This is an optimization exercise on Yosys and OpenROAD, whose aim is small area and a short achievable clock period, not a production implementation.
At most, simulation tests tie the RTL to the original design; equivalence was not proved.
Power figures rest on the tool's default switching activity, not on a simulated workload.

==> flow/design.v (excerpt) <==
module data_mem_ctrl
#(
  parameter int ADDR_W  = 8,
  parameter int LATENCY = 2
) (
  input  logic                   CLK,
  input  logic                   Reset,
  input  logic                   MemReq,
  input  logic                   MemWrite,
  input  logic [ADDR_W-1:0]      Addr,
  input  logic [dmem_pkg::DMEM_DATA_W-1:0] DataIn,
  output logic [dmem_pkg::DMEM_DATA_W-1:0] DataMemOut,
  output logic                   MemBusy,
  output logic                   MemDone
);
  localparam int DW     = dmem_pkg::DMEM_DATA_W;
  localparam int NTAP   = 2**ADDR_W / 2;      
  localparam int GROUPS = 4;                  
  localparam int GSIZE  = NTAP / GROUPS;
  if (LATENCY != 2) begin : g_lat_check
    $error("data_mem_ctrl: this implementation supports LATENCY = 2 only");
  end
  logic          busy_q, s0_q, s1_q, done_q;
  logic          accept;
  logic          write_q;
  logic [ADDR_W-1:0] addr_q;
  logic [DW-1:0] wdata_q;
  logic [DW-1:0] dout_q;
  logic [1:0]    phase_q;
  logic          wb_valid_q;
  logic [ADDR_W-1:0] wb_addr_q;
  logic [DW-1:0] wb_data_q;
  logic          wb_done;
  logic [NTAP*DW-1:0] taps;
  logic [3:0]    pa_now, pa_q, pa;
  logic [7:0]    pb_now, pb_q, pb;
  logic [1:0]    pos_now;        
  logic [1:0]    pos_next;       
  logic [31:0]   sline;          
  logic          early_q;        
  logic          part_en;
  logic [DW*GROUPS-1:0] part;    
  logic [DW*GROUPS-1:0] part_q;
  logic          fwd_q;
  logic [DW-1:0] rdata;
  logic [ADDR_W-1:0] saddr;
  assign accept = ~busy_q & MemReq;
  always_ff @(posedge CLK) begin
    if (Reset) begin
      busy_q <= 1'b0;
      s0_q   <= 1'b0;
      s1_q   <= 1'b0;
      done_q <= 1'b0;
      dout_q <= '0;
    end else begin
      busy_q <= accept | s0_q | s1_q;
      s0_q   <= accept;
      s1_q   <= s0_q;
      done_q <= s1_q;
      if (s1_q && !write_q) dout_q <= rdata;
    end
  end
  always_ff @(posedge CLK) begin
    if (accept) begin
      write_q <= MemWrite;
      addr_q  <= Addr;
      wdata_q <= DataIn;
    end
  end
  always_ff @(posedge CLK) begin
    phase_q <= phase_q + 2'd1;
  end
  always_ff @(posedge CLK) begin
    if (s1_q && write_q && !Reset) begin
      wb_valid_q <= 1'b1;
      wb_addr_q  <= addr_q;
      wb_data_q  <= wdata_q;
    end else if (wb_done) begin
      wb_valid_q <= 1'b0;
    end
  end
  ...
clock: 4.0 ns
lec_check: 0
cap_margin: 20
core_margin: 2
core_utilization: 65
cts_buf_list: sky130_fd_sc_hd__clkbuf_8
cts_cluster_size: 24
slew_margin: 20
run.sh (not shown) runs the stock make flow with config.mk's settings and CLKGATE_MAP_FILE= SYNTH_SCRIPT=/design/flow/synth_recipe.tcl, a recipe that flattens the netlist after the stock synthesis.
Then changed:
--- a/flow/config.mk
+++ b/flow/config.mk
@@ -10,3 +10,2 @@
-export CORE_UTILIZATION = 65
-export CTS_BUF_LIST = sky130_fd_sc_hd__clkbuf_8
-export CTS_CLUSTER_SIZE = 24
+export CORE_UTILIZATION = 40
+export SETUP_SLACK_MARGIN = 1.7
Register-to-register slack gets better by 0.37 ns.
Design area came out higher by about 7%.
Power rose by 2.9%.
Utilization decreases by 26 points.
Hold slack improves by 0.013 ns.
Wire length climbs by 3.9%.
Cell count went up by about 12%.
Sequential share of layout area decreases by 4.3 points.
Non-clock buffer count increases by 174.
Clock power came out higher by about 5%.
Then changed:
--- a/flow/config.mk
+++ b/flow/config.mk
@@ -7,0 +8 @@
+export ABC_CLOCK_PERIOD_IN_PS = 2300
@@ -10 +11 @@
-export CORE_UTILIZATION = 40
+export CORE_UTILIZATION = 65
The new run went through all stages and came out clean. Total power went down by 0.35%. Die area shrinks by 38%. Critical path depth goes down by 2. Final cell count drops by 12%. Cell area decreases by 0.69%. Worst setup slack gets better by 0.073 ns. First-iteration DRC count rose by 14%.
No functional check of the RTL was part of any run of this note.

---

== run 1 ==
data_mem_ctrl, a different RTL version from the one above (not shown whole).
For scale: roughly 4600 cells after synthesis, roughly 30 I/O pins, roughly 0.058 sq mm of cells after synthesis.
==> flow/design.v (excerpt) <==
module data_mem_ctrl
#(
  parameter int ADDR_W  = 8,
  parameter int LATENCY = 2
) (
  input  logic                   CLK,
  input  logic                   Reset,
  input  logic                   MemReq,
  input  logic                   MemWrite,
  input  logic [ADDR_W-1:0]      Addr,
  input  logic [dmem_pkg::DMEM_DATA_W-1:0] DataIn,
  output logic [dmem_pkg::DMEM_DATA_W-1:0] DataMemOut,
  output logic                   MemBusy,
  output logic                   MemDone
);
clock: 4.0 ns
lec_check: 0
cap_margin: 50
core_margin: 2
core_utilization: 75
cts_buf_list: sky130_fd_sc_hd__clkbuf_8 sky130_fd_sc_hd__clkbuf_16
cts_cluster_diameter: 60
cts_cluster_size: 30
place_density: 0.75
setup_slack_margin: 2.0
slew_margin: 70
synth_hierarchical: 1
synth_minimum_keep_size: 0
standard.sh (not shown) runs the stock make flow with config.mk's settings and CLKGATE_MAP_FILE= SYNTH_SCRIPT=/design/flow/synth_recipe.tcl, a recipe that flattens the netlist after the stock synthesis.
==> flow/flow/run.sh <==
#!/bin/bash
# Own flow: the standard synthesis unchanged, then the standard layout steps
# with the delay cells (dlygate*, clkdlybuf*) added to the don't-use list so
# that the resizer does not pick them as port or signal buffers.
set -euo pipefail
PLATFORM_DONT_USE="sky130_fd_sc_hd__probe_p_8 sky130_fd_sc_hd__probec_p_8 sky130_fd_sc_hd__lpflow_bleeder_1 sky130_fd_sc_hd__lpflow_clkbufkapwr_1 sky130_fd_sc_hd__lpflow_clkbufkapwr_16 sky130_fd_sc_hd__lpflow_clkbufkapwr_2 sky130_fd_sc_hd__lpflow_clkbufkapwr_4 sky130_fd_sc_hd__lpflow_clkbufkapwr_8 sky130_fd_sc_hd__lpflow_clkinvkapwr_1 sky130_fd_sc_hd__lpflow_clkinvkapwr_16 sky130_fd_sc_hd__lpflow_clkinvkapwr_2 sky130_fd_sc_hd__lpflow_clkinvkapwr_4 sky130_fd_sc_hd__lpflow_clkinvkapwr_8 sky130_fd_sc_hd__lpflow_decapkapwr_12 sky130_fd_sc_hd__lpflow_decapkapwr_3 sky130_fd_sc_hd__lpflow_decapkapwr_4 sky130_fd_sc_hd__lpflow_decapkapwr_6 sky130_fd_sc_hd__lpflow_decapkapwr_8 sky130_fd_sc_hd__lpflow_inputiso0n_1 sky130_fd_sc_hd__lpflow_inputiso0p_1 sky130_fd_sc_hd__lpflow_inputiso1n_1 sky130_fd_sc_hd__lpflow_inputiso1p_1 sky130_fd_sc_hd__lpflow_inputisolatch_1 sky130_fd_sc_hd__lpflow_isobufsrc_1 sky130_fd_sc_hd__lpflow_isobufsrc_16 sky130_fd_sc_hd__lpflow_isobufsrc_2 sky130_fd_sc_hd__lpflow_isobufsrc_4 sky130_fd_sc_hd__lpflow_isobufsrc_8 sky130_fd_sc_hd__lpflow_isobufsrckapwr_16 sky130_fd_sc_hd__lpflow_lsbuf_lh_hl_isowell_tap_1 sky130_fd_sc_hd__lpflow_lsbuf_lh_hl_isowell_tap_2 sky130_fd_sc_hd__lpflow_lsbuf_lh_hl_isowell_tap_4 sky130_fd_sc_hd__lpflow_lsbuf_lh_isowell_4 sky130_fd_sc_hd__lpflow_lsbuf_lh_isowell_tap_1 sky130_fd_sc_hd__lpflow_lsbuf_lh_isowell_tap_2 sky130_fd_sc_hd__lpflow_lsbuf_lh_isowell_tap_4 "
EXTRA_DONT_USE="sky130_fd_sc_hd__dlygate4sd1_1 sky130_fd_sc_hd__dlygate4sd2_1 sky130_fd_sc_hd__dlygate4sd3_1 sky130_fd_sc_hd__dlymetal6s2s_1 sky130_fd_sc_hd__dlymetal6s4s_1 sky130_fd_sc_hd__dlymetal6s6s_1 sky130_fd_sc_hd__clkdlybuf4s15_1 sky130_fd_sc_hd__clkdlybuf4s15_2 sky130_fd_sc_hd__clkdlybuf4s18_1 sky130_fd_sc_hd__clkdlybuf4s18_2 sky130_fd_sc_hd__clkdlybuf4s25_1 sky130_fd_sc_hd__clkdlybuf4s25_2 sky130_fd_sc_hd__clkdlybuf4s50_1 sky130_fd_sc_hd__clkdlybuf4s50_2"
bash standard.sh synth > synth.log 2>&1
bash standard.sh "DONT_USE_CELLS=$PLATFORM_DONT_USE $EXTRA_DONT_USE" finish > layout.log 2>&1
[inputs] run 2 vs run 1
Settings: removing CTS_BUF_LIST (formerly sky130_fd_sc_hd__clkbuf_8 sky130_fd_sc_hd__clkbuf_16).
Findings:
Per the comparison of run 2 with run 1, clock skew after layout held steady, number of buffers inserted during clock tree synthesis held steady, sequential fraction of total cell area held steady, finished layout cell area held steady, clock-buffer cell count grew by 4.
Reported for run 2 and run 1, number of non-clock inverters turned out identical to the last digit.
> inputs changed (run 2 -> run 3)
Settings: a change of PLACE_DENSITY from 0.75 to 0.7; a change of CORE_UTILIZATION from 75 to 70.
--- outcome ---
Clock tree cell share of total cell area is lower on run 2. Run comparison: run 2 standard cell with the maximum stage delay on the critical path sky130_fd_sc_hd__dfxtp_1; run 3 standard cell with the maximum stage delay on the critical path sky130_fd_sc_hd__dfxtp_4. On run 3: share of total power consumed by net switching is 0.90 points higher than what run 2 gave. The final layout from run 3, which completed every stage, passed the timing, design-rule and antenna checks at the end of the flow. Measured against each other, run 2 and run 3 differ in post-placement cell count, the higher figure coming from run 3. [compare] base=run 2 new=run 3: share of final-layout standard cells stronger than drive strength 1 climbed 1.1 points, final area went up about 1.1%. Run 3 ended with less number of antenna violations at the first check in global routing than run 2. Run 2 → run 3: critical path depth moved down; number of buffers and inverters on the critical path closely matched the old numbers; net switching power of the design climbed 7.9%. Compared run 3 vs run 2, and final wirelength is up in run 3.
## Diff of input files: run 4 against run 3
Settings: CORE_UTILIZATION changed from 70 to 75; SETUP_SLACK_MARGIN changed from 2.0 to 1.9; PLACE_DENSITY changed from 0.7 to 0.75.
### Flow results
Run 4 reports a lower count of nets after finishing than run 3 does. Run 3 -> run 4: clock buffer count in the final layout decreased by a little under 10%. The average wire length per cell after detail routing of run 4 is higher than that of run 3. Sequential share of layout area is lower on run 3.
The following lists how run 5 was set up differently from run 4:
Settings: CTS_CLUSTER_SIZE: 30 -> 34; SETUP_SLACK_MARGIN: 1.9 -> 2.0.
==> comparison <==
- Lower setup slack was reported by run 4, not run 5.
- The sequential share of cell area reported for run 5 is smaller than that of run 4 by 0.41 points.
- For count of placed standard cells including taps, run 5 and run 4 come out practically identical.
- Between run 5 and run 4, the final non-filler cell total figures differ only marginally.
- ~same instance area after placement in run 4 and run 5

---

Setup of JK:
Another version of the RTL of data_mem_ctrl (not shown whole).
Size: about 2,300 flip-flops, roughly 30 I/O pins, ~0.058 mm2 of cells after synthesis.
clock: 4.0 ns
lec_check: 0
cap_margin: 50
core_margin: 2
core_utilization: 75
cts_cluster_diameter: 60
cts_cluster_size: 30
place_density: 0.75
setup_slack_margin: 2.0
slew_margin: 70
synth_hierarchical: 1
synth_minimum_keep_size: 0
Scripts as last shown in full above: flow/flow/run.sh
[inputs] TR vs JK
Settings: SETUP_SLACK_MARGIN: 2.0 -> 1.7.
--- outcome ---
TR -> JK: register area flat. In TR, utilization is lower than in JK. [compare] base=JK new=TR: final instance count without filler cells now sits at about the same level; clock group share of total power now sits lower.
Function was not checked in any run of this note: the RTL went through the layout flow alone.

---

Another version of the RTL of data_mem_ctrl (not shown whole).
Size in the first run: about 2200 flip-flops, about 30 I/O pins, ~57000 µm² of cells after synthesis.
Settings: LEC_CHECK=0, CAP_MARGIN=20, CORE_MARGIN=2, CORE_UTILIZATION=65, CTS_CLUSTER_DIAMETER=60, CTS_CLUSTER_SIZE=30, SETUP_SLACK_MARGIN=1.7, SLEW_MARGIN=20, SYNTH_HIERARCHICAL=1, SYNTH_MINIMUM_KEEP_SIZE=0; clock period 4.0 ns.
Scripts as last shown in full above: flow/flow/run.sh
Then changed:
==> flow/run.sh (new file) <==
#!/bin/bash
# synth_recipe.tcl (not shown) runs the flow's synth.tcl, then flattens the netlist and writes it again
# the make line also repeats each setting of config.mk as NAME=value (left out here)
make -C /OpenROAD-flow-scripts/flow DESIGN_CONFIG=/design/flow/config.mk WORK_HOME=/design/flow/orfs CLKGATE_MAP_FILE= SYNTH_SCRIPT=/design/flow/synth_recipe.tcl finish
removed: flow/flow/run.sh
removed: flow/standard.sh
What happened: Sequential cell count is unchanged. Worst setup slack loses 0.053 ns. Final area grows by about 1.4%. Clock power shrinks by about 3%. Total power shrinks by 0.91%. Count of clock-buffer cells in the layout grows by 3. Core utilization grows by 1.1 points.

---

04-27:
RTL: one of the versions met above, not the one the previous note started from.
For scale: ~2300 flip-flops, ~0.058 mm² of cells after synthesis.
clock: 4.0 ns
lec_check: 0
cap_margin: 50
core_margin: 2
core_utilization: 75
cts_cluster_diameter: 60
cts_cluster_size: 30
place_density: 0.75
setup_slack_margin: 2.0
slew_margin: 60
synth_hierarchical: 1
synth_minimum_keep_size: 0
==> flow/flow/run.sh <==
#!/bin/bash
# Own flow: the standard synthesis unchanged, then the standard layout steps
# with the delay cells (dlygate*, clkdlybuf*) added to the don't-use list so
# that the resizer does not pick them as port or signal buffers.
set -euo pipefail
PLATFORM_DONT_USE="sky130_fd_sc_hd__probe_p_8 sky130_fd_sc_hd__probec_p_8 sky130_fd_sc_hd__lpflow_bleeder_1 sky130_fd_sc_hd__lpflow_clkbufkapwr_1 sky130_fd_sc_hd__lpflow_clkbufkapwr_16 sky130_fd_sc_hd__lpflow_clkbufkapwr_2 sky130_fd_sc_hd__lpflow_clkbufkapwr_4 sky130_fd_sc_hd__lpflow_clkbufkapwr_8 sky130_fd_sc_hd__lpflow_clkinvkapwr_1 sky130_fd_sc_hd__lpflow_clkinvkapwr_16 sky130_fd_sc_hd__lpflow_clkinvkapwr_2 sky130_fd_sc_hd__lpflow_clkinvkapwr_4 sky130_fd_sc_hd__lpflow_clkinvkapwr_8 sky130_fd_sc_hd__lpflow_decapkapwr_12 sky130_fd_sc_hd__lpflow_decapkapwr_3 sky130_fd_sc_hd__lpflow_decapkapwr_4 sky130_fd_sc_hd__lpflow_decapkapwr_6 sky130_fd_sc_hd__lpflow_decapkapwr_8 sky130_fd_sc_hd__lpflow_inputiso0n_1 sky130_fd_sc_hd__lpflow_inputiso0p_1 sky130_fd_sc_hd__lpflow_inputiso1n_1 sky130_fd_sc_hd__lpflow_inputiso1p_1 sky130_fd_sc_hd__lpflow_inputisolatch_1 sky130_fd_sc_hd__lpflow_isobufsrc_1 sky130_fd_sc_hd__lpflow_isobufsrc_16 sky130_fd_sc_hd__lpflow_isobufsrc_2 sky130_fd_sc_hd__lpflow_isobufsrc_4 sky130_fd_sc_hd__lpflow_isobufsrc_8 sky130_fd_sc_hd__lpflow_isobufsrckapwr_16 sky130_fd_sc_hd__lpflow_lsbuf_lh_hl_isowell_tap_1 sky130_fd_sc_hd__lpflow_lsbuf_lh_hl_isowell_tap_2 sky130_fd_sc_hd__lpflow_lsbuf_lh_hl_isowell_tap_4 sky130_fd_sc_hd__lpflow_lsbuf_lh_isowell_4 sky130_fd_sc_hd__lpflow_lsbuf_lh_isowell_tap_1 sky130_fd_sc_hd__lpflow_lsbuf_lh_isowell_tap_2 sky130_fd_sc_hd__lpflow_lsbuf_lh_isowell_tap_4 "
EXTRA_DONT_USE="sky130_fd_sc_hd__dlygate4sd1_1 sky130_fd_sc_hd__dlygate4sd2_1 sky130_fd_sc_hd__dlygate4sd3_1 sky130_fd_sc_hd__dlymetal6s2s_1 sky130_fd_sc_hd__dlymetal6s4s_1 sky130_fd_sc_hd__dlymetal6s6s_1 sky130_fd_sc_hd__clkdlybuf4s15_1 sky130_fd_sc_hd__clkdlybuf4s15_2 sky130_fd_sc_hd__clkdlybuf4s18_1 sky130_fd_sc_hd__clkdlybuf4s18_2 sky130_fd_sc_hd__clkdlybuf4s25_1 sky130_fd_sc_hd__clkdlybuf4s25_2 sky130_fd_sc_hd__clkdlybuf4s50_1 sky130_fd_sc_hd__clkdlybuf4s50_2"
bash standard.sh synth > synth.log 2>&1
bash standard.sh "DONT_USE_CELLS=$PLATFORM_DONT_USE $EXTRA_DONT_USE" finish > layout.log 2>&1
Both conditions hold for 04-27: the flow ran to the end and the final layout passed the timing, design-rule and antenna checks.
The inputs of 02-14 differ from those of 04-27 as listed below.
--- a/flow/config.mk
+++ b/flow/config.mk
@@ -12,6 +12,6 @@
 export CTS_CLUSTER_SIZE = 30
 export PLACE_DENSITY = 0.75
-export SETUP_SLACK_MARGIN = 2.0
-export SLEW_MARGIN = 60
+export SETUP_SLACK_MARGIN = 2.15
+export SLEW_MARGIN = 70
 export SYNTH_HIERARCHICAL = 1
 export SYNTH_MINIMUM_KEEP_SIZE = 0
Results
- Per the comparison of 02-14 with 04-27, layout-stage area growth over the synthesis result increased 1.7 points, total power of the final layout grew by about 0.7%.
- Re sequential cell area share: 02-14 is 0.91 points down on 04-27.
- On maximum clock skew at final layout, 04-27 and 02-14 are basically level.
- Going from 04-27 to 02-14, power share of the combinational group grows by 0.4 points.
- Looking at global-route track usage on met1, 02-14 sits above 04-27.
- Cmp 04-27 and 02-14 / final-layout clock buffer total / higher: 02-14
- The net load switching power of 02-14 is higher than that of 04-27.
- Summary of 02-14 over 04-27: worst hold slack saw an increase, number of logic stages on the critical path including buffering saw an increase, cell area saw an increase.

static timing again, ports no longer ideal:
The results above use ideal ports. As a check the final layouts listed here were re-extracted and re-timed, cells and wires unchanged. Step 1: set_driving_cell puts a clkbuf_16 on CLK and a buf_2 on each other input, an assumption about the parent block. Step 2 times the ports against the registers' clock, not the clock port: input delays grow and output delays shrink by t, the midpoint of the rising clock arrivals with the driver on. Three values: no drivers, after step 1, after step 2; two values: the first two.
run	t, ns	setup WS [ns]	hold WS [ns]	worst setup path after step 2	clock arrival spread, ns
the first run of note 1	1.014	0.503 / 0.503 / -0.351	0.275 / 0.275 / 0.275	input to register	0.085 / 0.085
the second run of note 1	0.891	0.856 / 0.861 / -0.029	0.288 / 0.288 / 0.288	input to register	0.062 / 0.061
the third run of note 1	0.873	0.929 / 0.929 / 0.213	0.314 / 0.314 / 0.314	input to register	0.024 / 0.023
run 1	0.756	1.962 / 1.912 / 1.278	0.284 / 0.245 / 0.320	input to register	0.035 / 0.034
run 2	0.754	1.971 / 1.913 / 1.276	0.284 / 0.245 / 0.321	input to register	0.032 / 0.033
run 3	0.768	1.936 / 1.870 / 1.349	0.318 / 0.287 / 0.318	input to register	0.029 / 0.029
run 4	0.764	1.853 / 1.853 / 1.260	0.317 / 0.317 / 0.317	input to register	0.039 / 0.039
run 5	0.746	1.865 / 1.865 / 1.239	0.284 / 0.241 / 0.314	input to register	0.049 / 0.049
JK	0.758	1.756 / 1.756 / 1.241	0.278 / 0.249 / 0.317	input to register	0.031 / 0.031
TR	0.763	1.658 / 1.658 / 1.109	0.250 / 0.221 / 0.317	input to register	0.042 / 0.042
the first run of note 4	0.799	1.525 / 1.525 / 0.855	0.222 / 0.172 / 0.322	input to register	0.037 / 0.037
the second run of note 4	0.796	1.472 / 1.472 / 0.754	0.301 / 0.301 / 0.301	input to register	0.062 / 0.061
04-27	0.752	1.952 / 1.931 / 1.267	0.283 / 0.236 / 0.309	input to register	0.033 / 0.032
02-14	0.752	1.953 / 1.907 / 1.322	0.325 / 0.325 / 0.325	input to register	0.035 / 0.035
Met with ideal ports but missed after step 2: setup timing in the first run of note 1 and the second run of note 1. For the second run of note 1, which loses most, drivers alone change the setup slack by +0.005 ns; drivers and shift together by -0.885 ns.
